From an optimization exercise on the open Yosys and OpenROAD flow, aimed at small area; shortcuts taken in it are not production practice. The RTL was checked by simulation tests, not by an equivalence proof against the original design. No activity file was given, so power comes from the tool's default toggle rates.

### flow/run.sh
#!/bin/bash
# synth_recipe.tcl (not shown) runs the flow's synth.tcl, then flattens the netlist and writes it again
# the make line also repeats each setting of config.mk as NAME=value (left out here)
make -C /OpenROAD-flow-scripts/flow DESIGN_CONFIG=/design/flow/config.mk WORK_HOME=/design/flow/orfs CLKGATE_MAP_FILE= SYNTH_SCRIPT=/design/flow/synth_recipe.tcl finish
### flow/config.mk
export PLATFORM = sky130hd
export DESIGN_NAME = tower_defense_top
export DESIGN_NICKNAME = tower_defense_top
export VERILOG_FILES = /design/flow/design.v
export SDC_FILE = /design/flow/constraint.sdc
export NUM_CORES = 4
export LEC_CHECK = 0
export CAP_MARGIN = 20
export CORE_MARGIN = 2
export CORE_UTILIZATION = 40
export SLEW_MARGIN = 20
### flow/constraint.sdc
create_clock -name core_clock -period 12.0 [get_ports {clk}]
set_input_delay 2.4000 -clock core_clock [delete_from_list [all_inputs] [get_ports {clk}]]
set_output_delay 2.4000 -clock core_clock [all_outputs]
set_load 0.01 [all_outputs]
### flow/design.v
package video_pkg;
    typedef logic [9:0] coord_t;
    typedef logic [4:0] tile_t;
    typedef struct packed {
        logic [3:0] r;
        logic [3:0] g;
        logic [3:0] b;
    } rgb_t;
    localparam int TILE_SIZE = 26;
    localparam rgb_t COL_BLACK      = 12'h000;
    localparam rgb_t COL_WHITE      = 12'hFFF;
    localparam rgb_t COL_BANNER_RED = 12'hF00;
    localparam rgb_t COL_BG         = 12'h111;
    localparam rgb_t COL_GRID       = 12'h222;
    localparam rgb_t COL_PATH       = 12'h532;
    localparam rgb_t COL_ENEMY      = 12'hD22;
    localparam rgb_t COL_CURSOR     = 12'hFF0;
    localparam rgb_t COL_UI         = 12'h222;
endpackage
package game_pkg;
    typedef enum logic [1:0] {
        ST_MENU,
        ST_GAME,
        ST_GAMEOVER
    } game_state_e;
    typedef enum logic [1:0] {
        SW_IDLE,
        SW_ENEMIES,
        SW_SPAWN
    } sweep_e;
    localparam int GRID_W         = 24;
    localparam int GRID_H         = 18;
    localparam int CURSOR_HOME_X  = 12;
    localparam int CURSOR_HOME_Y  = 9;
    localparam int MAX_LIVES      = 10;
    localparam int PATH_END       = 2200;
    localparam int SPAWN_INTERVAL = 31;
    localparam int PATH_C1 = 507;
    localparam int PATH_C2 = 741;
    localparam int PATH_C3 = 1115;
    localparam int PATH_C4 = 1245;
    localparam int PATH_C5 = 1499;
    localparam int PATH_C6 = 1729;
    localparam int PATH_Y0 = 73;
    localparam int PATH_X1 = 507;
    localparam int PATH_Y2 = 307;
    localparam int PATH_X3 = 133;
    localparam int PATH_Y4 = 177;
    localparam int PATH_X5 = 387;
    localparam int PATH_Y6 = 407;
    typedef struct packed {
        logic up;
        logic down;
        logic left;
        logic right;
        logic center;
    } press_t;
    typedef struct packed {
        logic [4:0] x;
        logic [4:0] y;
    } cursor_t;
    typedef struct packed {
        logic        active;
        logic [15:0] progress;
        logic [9:0]  x;
        logic [9:0]  y;
    } enemy_t;
endpackage
module player_input (
    input  logic        clk,
    input  logic        reset_i,
    input  video_pkg::coord_t      x_i,
    input  video_pkg::coord_t      y_i,
    input  logic        btn_up_i,
    input  logic        btn_down_i,
    input  logic        btn_left_i,
    input  logic        btn_right_i,
    input  logic        btn_center_i,
    input  game_pkg::game_state_e state_i,
    input  logic        new_game_i,
    output game_pkg::press_t      press_o,
    output game_pkg::cursor_t     cursor_o
);
    logic    frame_strobe;
    game_pkg::press_t  btn_now;
    game_pkg::press_t  btn_prev_q;
    game_pkg::cursor_t cursor_q;
    assign frame_strobe = (x_i == '0) && (y_i == '0);
    assign btn_now = {btn_up_i, btn_down_i, btn_left_i, btn_right_i, btn_center_i};
    assign press_o = frame_strobe ? game_pkg::press_t'(btn_now & ~btn_prev_q) : '0;
    always_ff @(posedge clk) begin
        if (reset_i) begin
            btn_prev_q <= '0;
        end else if (frame_strobe) begin
            btn_prev_q <= btn_now;
        end
    end
    always_ff @(posedge clk) begin
        if (reset_i || new_game_i) begin
            cursor_q.x <= 5'(game_pkg::CURSOR_HOME_X);
            cursor_q.y <= 5'(game_pkg::CURSOR_HOME_Y);
        end else if (state_i == game_pkg::ST_GAME) begin
            if (press_o.up && cursor_q.y != '0) begin
                cursor_q.y <= cursor_q.y - 1'b1;
            end else if (press_o.down && cursor_q.y != 5'(game_pkg::GRID_H - 1)) begin
                cursor_q.y <= cursor_q.y + 1'b1;
            end
            if (press_o.left && cursor_q.x != '0) begin
                cursor_q.x <= cursor_q.x - 1'b1;
            end else if (press_o.right && cursor_q.x != 5'(game_pkg::GRID_W - 1)) begin
                cursor_q.x <= cursor_q.x + 1'b1;
            end
        end
    end
    assign cursor_o = cursor_q;
endmodule
module game_flow (
    input  logic        clk,
    input  logic        reset_i,
    input  logic        center_i,
    input  logic        escape_i,
    output game_pkg::game_state_e state_o,
    output logic [3:0]  lives_o,
    output logic        new_game_o
);
    game_pkg::game_state_e state_q;
    logic [3:0]  lives_q;
    assign new_game_o = (state_q == game_pkg::ST_MENU) && center_i;
    always_ff @(posedge clk) begin
        if (reset_i) begin
            state_q <= game_pkg::ST_MENU;
            lives_q <= 4'(game_pkg::MAX_LIVES);
        end else begin
            case (state_q)
                game_pkg::ST_MENU: begin
                    if (center_i) begin
                        state_q <= game_pkg::ST_GAME;
                        lives_q <= 4'(game_pkg::MAX_LIVES);
                    end
                end
                game_pkg::ST_GAME: begin
                    if (escape_i && lives_q != '0) begin
                        lives_q <= lives_q - 1'b1;
                        if (lives_q == 4'd1) begin
                            state_q <= game_pkg::ST_GAMEOVER;
                        end
                    end
                end
                game_pkg::ST_GAMEOVER: begin
                    if (center_i) begin
                        state_q <= game_pkg::ST_MENU;
                    end
                end
                default: state_q <= game_pkg::ST_MENU;
            endcase
        end
    end
    assign state_o = state_q;
    assign lives_o = lives_q;
endmodule
module wave_engine #(
    parameter int MAX_ENEMIES = 16,
    parameter int TICK_DIV    = 4
) (
    input  logic                     clk,
    input  logic                     reset_i,
    input  game_pkg::game_state_e              state_i,
    input  logic                     new_game_i,
    output logic [MAX_ENEMIES*37-1:0]       enemies_o,
    output logic                     escape_o
);
    localparam int IDX_W = (MAX_ENEMIES > 1) ? $clog2(MAX_ENEMIES) : 1;
    localparam int DIV_W = (TICK_DIV > 1) ? $clog2(TICK_DIV) : 1;
    localparam int SPN_W = $clog2(game_pkg::SPAWN_INTERVAL);
    logic [MAX_ENEMIES-1:0]   act_q;
    logic [MAX_ENEMIES-1:0][15:0] prog_q;
    logic [MAX_ENEMIES-1:0][9:0]  ex_q;
    logic [MAX_ENEMIES-1:0][9:0]  ey_q;
    logic [DIV_W-1:0]         div_q;
    logic                     tick;
    game_pkg::sweep_e                   sweep_q;
    logic [IDX_W-1:0]         idx_q;
    logic [SPN_W-1:0]         spawn_cnt_q;
    logic                     free_found;
    logic [IDX_W-1:0]         free_idx;
    logic                     cur_active;
    logic [15:0]              cur_progress;
    logic [15:0]              next_prog;
    logic [19:0]              next_xy;
    logic [19:0]              spawn_xy;
    function automatic logic [19:0] path_xy(input logic [15:0] p);
        int pi;
        int ex;
        int ey;
        pi = int'(p);
        if (pi < game_pkg::PATH_C1) begin
            ex = pi;
            ey = game_pkg::PATH_Y0;
        end else if (pi < game_pkg::PATH_C2) begin
            ex = game_pkg::PATH_X1;
            ey = game_pkg::PATH_Y0 + (pi - game_pkg::PATH_C1);
        end else if (pi < game_pkg::PATH_C3) begin
            ex = game_pkg::PATH_X1 - (pi - game_pkg::PATH_C2);
            ey = game_pkg::PATH_Y2;
        end else if (pi < game_pkg::PATH_C4) begin
            ex = game_pkg::PATH_X3;
            ey = game_pkg::PATH_Y2 - (pi - game_pkg::PATH_C3);
        end else if (pi < game_pkg::PATH_C5) begin
            ex = game_pkg::PATH_X3 + (pi - game_pkg::PATH_C4);
            ey = game_pkg::PATH_Y4;
        end else if (pi < game_pkg::PATH_C6) begin
            ex = game_pkg::PATH_X5;
            ey = game_pkg::PATH_Y4 + (pi - game_pkg::PATH_C5);
        end else begin
            ex = game_pkg::PATH_X5 - (pi - game_pkg::PATH_C6);
            ey = game_pkg::PATH_Y6;
        end
        path_xy = {10'(ex), 10'(ey)};
    endfunction
    assign tick = (div_q == '0);
    always_ff @(posedge clk) begin
        if (reset_i || new_game_i || tick) begin
            div_q <= DIV_W'(TICK_DIV - 1);
        end else begin
            div_q <= div_q - 1'b1;
        end
    end
    always_comb begin
        free_found = 1'b0;
        free_idx   = '0;
        for (int i = MAX_ENEMIES - 1; i >= 0; i--) begin
            if (!act_q[i]) begin
                free_found = 1'b1;
                free_idx   = IDX_W'(i);
            end
        end
    end
    assign cur_active   = act_q[idx_q];
    assign cur_progress = prog_q[idx_q];
    assign next_prog    = cur_progress + 16'd1;
    assign next_xy      = path_xy(next_prog);
    assign spawn_xy     = path_xy(16'd0);
    always_ff @(posedge clk) begin
        escape_o <= 1'b0;
        if (reset_i || new_game_i) begin
            sweep_q     <= game_pkg::SW_IDLE;
            idx_q       <= '0;
            spawn_cnt_q <= '0;
            act_q       <= '0;
        end else if (state_i == game_pkg::ST_GAME && tick) begin
            case (sweep_q)
                game_pkg::SW_IDLE: begin
                    sweep_q <= game_pkg::SW_ENEMIES;
                    idx_q   <= '0;
                end
                game_pkg::SW_ENEMIES: begin
                    if (cur_active) begin
                        if (cur_progress > 16'(game_pkg::PATH_END)) begin
                            act_q[idx_q] <= 1'b0;
                            escape_o     <= 1'b1;
                        end else begin
                            prog_q[idx_q] <= next_prog;
                            ex_q[idx_q]   <= next_xy[19:10];
                            ey_q[idx_q]   <= next_xy[9:0];
                        end
                    end
                    if (idx_q == IDX_W'(MAX_ENEMIES - 1)) begin
                        sweep_q <= game_pkg::SW_SPAWN;
                    end else begin
                        idx_q <= idx_q + 1'b1;
                    end
                end
                game_pkg::SW_SPAWN: begin
                    sweep_q <= game_pkg::SW_ENEMIES;
                    idx_q   <= '0;
                    if (spawn_cnt_q == SPN_W'(game_pkg::SPAWN_INTERVAL - 1)) begin
                        spawn_cnt_q <= '0;
                        if (free_found) begin
                            act_q[free_idx]  <= 1'b1;
                            prog_q[free_idx] <= '0;
                            ex_q[free_idx]   <= spawn_xy[19:10];
                            ey_q[free_idx]   <= spawn_xy[9:0];
                        end
                    end else begin
                        spawn_cnt_q <= spawn_cnt_q + 1'b1;
                    end
                end
                default: sweep_q <= game_pkg::SW_IDLE;
            endcase
        end
    end
    for (genvar g = 0; g < MAX_ENEMIES; g++) begin : g_pack
        assign enemies_o[g*37 +: 37] = {act_q[g], prog_q[g], ex_q[g], ey_q[g]};
    end
endmodule
module scene_render #(
    parameter int MAX_ENEMIES = 16
) (
    input  video_pkg::coord_t                   x_i,
    input  video_pkg::coord_t                   y_i,
    input  logic                     visible_i,
    input  game_pkg::game_state_e              state_i,
    input  game_pkg::cursor_t                  cursor_i,
    input  logic [MAX_ENEMIES*37-1:0]       enemies_i,
    output video_pkg::rgb_t                     pixel_o
);
    localparam int PATH_HALF  = video_pkg::TILE_SIZE / 2;
    localparam int ENEMY_HALF = 7;
    localparam int UI_BAR_H   = 25;
    video_pkg::tile_t      grid_x;
    video_pkg::tile_t      grid_y;
    logic [4:0] off_x;
    logic [4:0] off_y;
    logic       on_path;
    logic       on_enemy;
    logic       on_cursor;
    logic       in_menu_banner;
    logic       in_over_banner;
    function automatic logic in_range(input int v, input int lo, input int hi);
        in_range = (v >= lo) && (v <= hi);
    endfunction
    function automatic logic path_hit(input int px, input int py);
        path_hit = (in_range(py, game_pkg::PATH_Y0 - PATH_HALF, game_pkg::PATH_Y0 + PATH_HALF) &&
                in_range(px, 0, game_pkg::PATH_X1 + PATH_HALF)) ||
               (in_range(px, game_pkg::PATH_X1 - PATH_HALF, game_pkg::PATH_X1 + PATH_HALF) &&
                in_range(py, game_pkg::PATH_Y0 - PATH_HALF, game_pkg::PATH_Y2 + PATH_HALF)) ||
               (in_range(py, game_pkg::PATH_Y2 - PATH_HALF, game_pkg::PATH_Y2 + PATH_HALF) &&
                in_range(px, game_pkg::PATH_X3 - PATH_HALF, game_pkg::PATH_X1 + PATH_HALF)) ||
               (in_range(px, game_pkg::PATH_X3 - PATH_HALF, game_pkg::PATH_X3 + PATH_HALF) &&
                in_range(py, game_pkg::PATH_Y4 - PATH_HALF, game_pkg::PATH_Y2 + PATH_HALF)) ||
               (in_range(py, game_pkg::PATH_Y4 - PATH_HALF, game_pkg::PATH_Y4 + PATH_HALF) &&
                in_range(px, game_pkg::PATH_X3 - PATH_HALF, game_pkg::PATH_X5 + PATH_HALF)) ||
               (in_range(px, game_pkg::PATH_X5 - PATH_HALF, game_pkg::PATH_X5 + PATH_HALF) &&
                in_range(py, game_pkg::PATH_Y4 - PATH_HALF, game_pkg::PATH_Y6 + PATH_HALF)) ||
               (in_range(py, game_pkg::PATH_Y6 - PATH_HALF, game_pkg::PATH_Y6 + PATH_HALF) &&
                in_range(px, 0, game_pkg::PATH_X5 + PATH_HALF));
    endfunction
    assign grid_x = video_pkg::tile_t'(x_i / video_pkg::TILE_SIZE);
    assign grid_y = video_pkg::tile_t'(y_i / video_pkg::TILE_SIZE);
    assign off_x  = 5'(x_i % video_pkg::TILE_SIZE);
    assign off_y  = 5'(y_i % video_pkg::TILE_SIZE);
    assign on_path = path_hit(int'(x_i), int'(y_i));
    always_comb begin
        on_enemy = 1'b0;
        for (int i = 0; i < MAX_ENEMIES; i++) begin
            if (enemies_i[i*37+36] &&
                in_range(int'(x_i), int'(enemies_i[i*37+10 +: 10]) - ENEMY_HALF,
                         int'(enemies_i[i*37+10 +: 10]) + ENEMY_HALF) &&
                in_range(int'(y_i), int'(enemies_i[i*37 +: 10]) - ENEMY_HALF,
                         int'(enemies_i[i*37 +: 10]) + ENEMY_HALF)) begin
                on_enemy = 1'b1;
            end
        end
    end
    assign on_cursor = (grid_x == cursor_i.x) && (grid_y == cursor_i.y) &&
                       ((((off_y == 5'd12) || (off_y == 5'd13)) &&
                         in_range(int'(off_x), 7, 18)) ||
                        (((off_x == 5'd12) || (off_x == 5'd13)) &&
                         in_range(int'(off_y), 7, 18)));
    assign in_menu_banner = in_range(int'(x_i), 160, 479) && in_range(int'(y_i), 100, 139);
    assign in_over_banner = in_range(int'(x_i), 200, 439) && in_range(int'(y_i), 180, 219);
    always_comb begin
        pixel_o = video_pkg::COL_BLACK;
        if (visible_i) begin
            case (state_i)
                game_pkg::ST_MENU: begin
                    if (in_menu_banner) begin
                        pixel_o = video_pkg::COL_WHITE;
                    end
                end
                game_pkg::ST_GAME: begin
                    pixel_o = video_pkg::COL_BG;
                    if (off_x == '0 || off_y == '0) begin
                        pixel_o = video_pkg::COL_GRID;
                    end
                    if (on_path) begin
                        pixel_o = video_pkg::COL_PATH;
                    end
                    if (on_enemy) begin
                        pixel_o = video_pkg::COL_ENEMY;
                    end
                    if (on_cursor) begin
                        pixel_o = video_pkg::COL_CURSOR;
                    end
                    if (int'(y_i) < UI_BAR_H) begin
                        pixel_o = video_pkg::COL_UI;
                    end
                end
                game_pkg::ST_GAMEOVER: begin
                    if (in_over_banner) begin
                        pixel_o = video_pkg::COL_BANNER_RED;
                    end
                end
                default: pixel_o = video_pkg::COL_BLACK;
            endcase
        end
    end
endmodule
module tower_defense_top #(
    parameter int MAX_ENEMIES = 16,
    parameter int TICK_DIV    = 4
) (
    input  logic       clk,
    input  logic       reset_i,
    input  logic       visible_i,
    input  video_pkg::coord_t     x_i,
    input  video_pkg::coord_t     y_i,
    input  logic       btn_up_i,
    input  logic       btn_down_i,
    input  logic       btn_left_i,
    input  logic       btn_right_i,
    input  logic       btn_center_i,
    output video_pkg::rgb_t       pixel_o,
    output logic [3:0] lives_o
);
    game_pkg::press_t                   press;
    game_pkg::cursor_t                  cursor;
    game_pkg::game_state_e              state;
    logic                     new_game;
    logic                     escape;
    logic [MAX_ENEMIES*37-1:0]       enemies;   
    player_input player_input_inst (
        .clk          (clk),
        .reset_i      (reset_i),
        .x_i          (x_i),
        .y_i          (y_i),
        .btn_up_i     (btn_up_i),
        .btn_down_i   (btn_down_i),
        .btn_left_i   (btn_left_i),
        .btn_right_i  (btn_right_i),
        .btn_center_i (btn_center_i),
        .state_i      (state),
        .new_game_i   (new_game),
        .press_o      (press),
        .cursor_o     (cursor)
    );
    game_flow game_flow_inst (
        .clk        (clk),
        .reset_i    (reset_i),
        .center_i   (press.center),
        .escape_i   (escape),
        .state_o    (state),
        .lives_o    (lives_o),
        .new_game_o (new_game)
    );
    wave_engine #(
        .MAX_ENEMIES (MAX_ENEMIES),
        .TICK_DIV    (TICK_DIV)
    ) wave_engine_inst (
        .clk        (clk),
        .reset_i    (reset_i),
        .state_i    (state),
        .new_game_i (new_game),
        .enemies_o  (enemies),
        .escape_o   (escape)
    );
    scene_render #(
        .MAX_ENEMIES (MAX_ENEMIES)
    ) scene_render_inst (
        .x_i       (x_i),
        .y_i       (y_i),
        .visible_i (visible_i),
        .state_i   (state),
        .cursor_i  (cursor),
        .enemies_i (enemies),
        .pixel_o   (pixel_o)
    );
endmodule
==> impl_metrics.json <==
{
  "synth_edf_count": 576,
  "cp_max_fo": 18,
  "synth_nets": 8904,
  "tritoncts": "done",
  "setup_viol": 0,
  "cp_cell_sequence": "buf_2, nor2b_1, ha_1, nor2b_1, o21ai_1, o41a_1, or3_1, a21boi_0, a21o_1, a221oi_1, buf_4, o221ai_1, and3b_1, a211oi_1, nor2_1, xnor2_1, nor4_1, o21ai_1, o21ai_1, o221ai_1, clkdlybuf4s50_1",
  "status": "complete, no violations",
  "slowest_delay_ns": 0.56,
  "synth_cell_types": 122,
  "syn_avg_cell_area_um2": 8.417,
  "post_drt_wl_per_cell_um": 29.07,
  "powerDensity_mw_per_mm2": 73.72,
  "cp_top_family": "compound AO/OA/AOI/OAI gates",
  "ant_nets": 0,
  "worst_slew_pin_slew_ns": 1.343,
  "wl_met2_um": 123100,
  "area_growth_pct": 7.340,
  "synth-async-reset-ratio_pct": 0,
  "dieHeight_um": 418.1,
  "critical_path_buf_inv_count": 3,
  "antenna_found_initial": 26,
  "dr.max_layer_used": "met5",
  "ys_seq_elements": 627,
  "layout_common_cells": "nand2_1, ha_1, nor2_1",
  "max_freq_mhz": 88.75,
  "grt-ovfl-total": 0,
  "cts_root_buf": "clkbuf_16",
  "met1Wirelength_um": 113500,
  "synthCells": 8148,
  "initial_core_util_pct": 40.38,
  "grt_max_degree": 141,
  "ys_seq_area_share_pct": 26.71,
  "slew_headroom_pct": 9.870,
  "core_area_mm2": 0.1698,
  "cp_slowest_cell": "o41a_1",
  "critPathLaunchType": "input port",
  "hold_buffers": 0,
  "dr.pass1.iters": 8,
  "grt_setup_unrepaired": "no",
  "yosysWarnings": 4,
  "drv_cap": 0,
  "synth_flop_cell": "edfxtp_1",
  "hp-class": "flop to flop",
  "vias": 68101,
  "fp-row-count": 151,
  "port-buffer-count": 43,
  "layout_commonest_cell": "nand2_1",
  "leakagePower_uw": 0.02734,
  "grt_pass1_wl_um": 429000,
  "drt_drc_violations_left": 0,
  "dieArea_mm2": 0.1748,
  "ff2ff_setup_slack_ns": 2.81,
  "cp.arrival_ns": 8.87,
  "cts_sinks": 627,
  "avgViaCountPerCell": 6.709,
  "period_minus_slack_ns": 11.27,
  "drive_gt1_share_pct": 7.241,
  "syn_area_mm2": 0.06858,
  "cts_resized": 0,
  "slew_viol_final": 0,
  "pre_cts_ws_ns": 0.8239,
  "htreeDepth": 3,
  "clk_latency_ns": 0.74,
  "die_w_um": 418.1,
  "track_usage_pct": 32.61,
  "hold_violations": 0,
  "cts.path.max_buffers": 3,
  "clk_pin_slew_ns": 0.06,
  "wl_um": 295000,
  "n_fill_cell": 16711,
  "gp_congestion": 1.069,
  "grt_pass1_vias": 62751,
  "skew_ns": 0.06336,
  "endpoint_kind": "output port",
  "worstPathRequired_ns": 9.60,
  "drtIter0Drc": 9188,
  "tns_ns": 0,
  "dr_wl_met3_um": 35220,
  "fin_nets": 8620,
  "ios": 44,
  "dp_hpwl_um": 208800,
  "peakVddDrop_uv": 117.0,
  "crit_path_frequent_cell": "o21ai_1",
  "fin_ws_ns": 0.7321,
  "timing.final.crit_share_pct": 93.90,
  "numCtsBuffers": 79,
  "worstSetupPathType": "input port to output port",
  "post_cts_buffers": 0
}
final timing paths:
kind | start | endpoint | cells after the start
worst max-delay path | y_i[8] | pixel_o[1] | 21
worst min-delay path | wave_engine_inst.div_q[0] | wave_engine_inst.div_q[0] | 1
worst max register to register | wave_engine_inst.idx_q[0] | wave_engine_inst.ey_q[128] | 20
worst min register to register | wave_engine_inst.div_q[0] | wave_engine_inst.div_q[0] | 1
report_power, final:
group | total, uW | internal, uW | leakage [uW] | switching (uW)
Combinational | 584 | 230 | 0.0205 | 353
Sequential | 2350 | 2350 | 0.00559 | 0.260
Clock | 2490 | 1370 | 0.00124 | 1120
Total | 5430 | 3950 | 0.0273 | 1470
cells in the mapped netlist (54+ instances only):
cell,instances,area share [%]
clkbuf_1,472,2.6
nor2_1,645,3.5
edfxtp_1,576,25
a21oi_1,444,3.2
nor3_1,180,1.3
a22oi_1,295,3.2
inv_1,198,1.1
xor2_1,217,2.8
o21a_1,275,3.0
nand2b_1,60,0.55
a22o_1,55,0.70
mux4_2,68,2.2
nand4_1,105,0.96
nand2_1,956,5.2
a21boi_0,72,0.79
ha_1,724,13
a221oi_1,215,2.7
xnor2_1,379,4.8
a21o_1,249,2.7
nor2b_1,71,0.65
buf_1,54,0.30
nand3_1,274,2.0
and3_1,64,0.58
o21ai_0,487,3.6
a31oi_1,99,0.90
nor4_1,89,0.81
stage by stage:
stage	power (uW)	util [%]	hold slack [ns]	area [um^2]	cells
2_1_floorplan	2775	-	0.3579	68580	8148
3_3_place_gp	2961	41.74	0.3640	70900	9998
3_5_place_dp	2969	41.75	0.3703	70920	9998
4_1_cts	5425	43.29	0.3843	73530	10142
5_1_grt	5566	43.33	0.3949	73600	10145
6_report	5427	43.34	0.3822	73610	10150
flip-flops by register name (all words and copies together), names as in the netlist:
| signal | flops |
|---|---|
| wave_engine_inst.spawn_cnt_q | 5 |
| wave_engine_inst.sweep_q | 2 |
| wave_engine_inst.prog_q | 256 |
| wave_engine_inst.ex_q | 160 |
| wave_engine_inst.div_q | 2 |
| wave_engine_inst.act_q | 16 |
| game_flow_inst.lives_q | 4 |
| player_input_inst.cursor_q | 10 |
| game_flow_inst.state_q | 2 |
| player_input_inst.btn_prev_q | 5 |
| wave_engine_inst.ey_q | 160 |
| wave_engine_inst.escape_o | 1 |
| wave_engine_inst.idx_q | 4 |
kinds of logic after synthesis:
group	synth area share, %
flops	26.71
xor+xnor	7.692
buf+inv	4.897
fa+ha+maj	13.35
simple gates	17.08
mux	3.532
compound gates	26.74
final cells by class:
class	count	area (um^2)	share of cell area (%)
Antenna cell	5	12.51	0.01700
Clock buffer	100	2069	2.811
Clock inverter	44	536.8	0.7292
Inverter	208	783.3	1.064
Multi-Input combinational cell	6705	47180	64.08
Sequential cell	627	18330	24.89
Tap cell	2218	2775	3.770
Timing Repair Buffer	243	1936	2.629
routing by layer:
| metal | GRT usage, % | vias to the layer above |
|---|---|---|
| li1 | - | 30068 |
| met3 | 9.267 | 1093 |
| met2 | 48.41 | 4134 |
| met5 | 0 | - |
| met4 | 20.55 | 32 |
| met1 | 41.55 | 32774 |

-- what the ideal ports hide --
How much do the figures lean on ideal ports? The routed layout below was timed once more, with nothing changed but the port constraints. Step 1 (the two cells are an assumption about what drives the block):
set clk [get_ports {clk}]
set_driving_cell -lib_cell sky130_fd_sc_hd__clkbuf_16 $clk
set_driving_cell -lib_cell sky130_fd_sc_hd__buf_2 [delete_from_list [all_inputs] $clk]
Step 2 adds t to the input delays and takes it off the output delays; t is the mean of the earliest and latest rising clock arrival at the registers after step 1. Input paths then give back, and output paths get back, about the clock's delay inside the block. a / b / c = no drivers / after step 1 / after step 2; a / b = the first two.
t, ns: 0.791
slack for setup (ns): 0.732 / 0.709 / 0.709
worst register clock-pin slew, ns: 0.07 / 0.07
worst slew at a driven data input, ns: 0.04
After both steps setup and hold are still met in this run. The setup slack of this run moves by -0.023 ns with the drivers and by -0.023 ns with both steps.
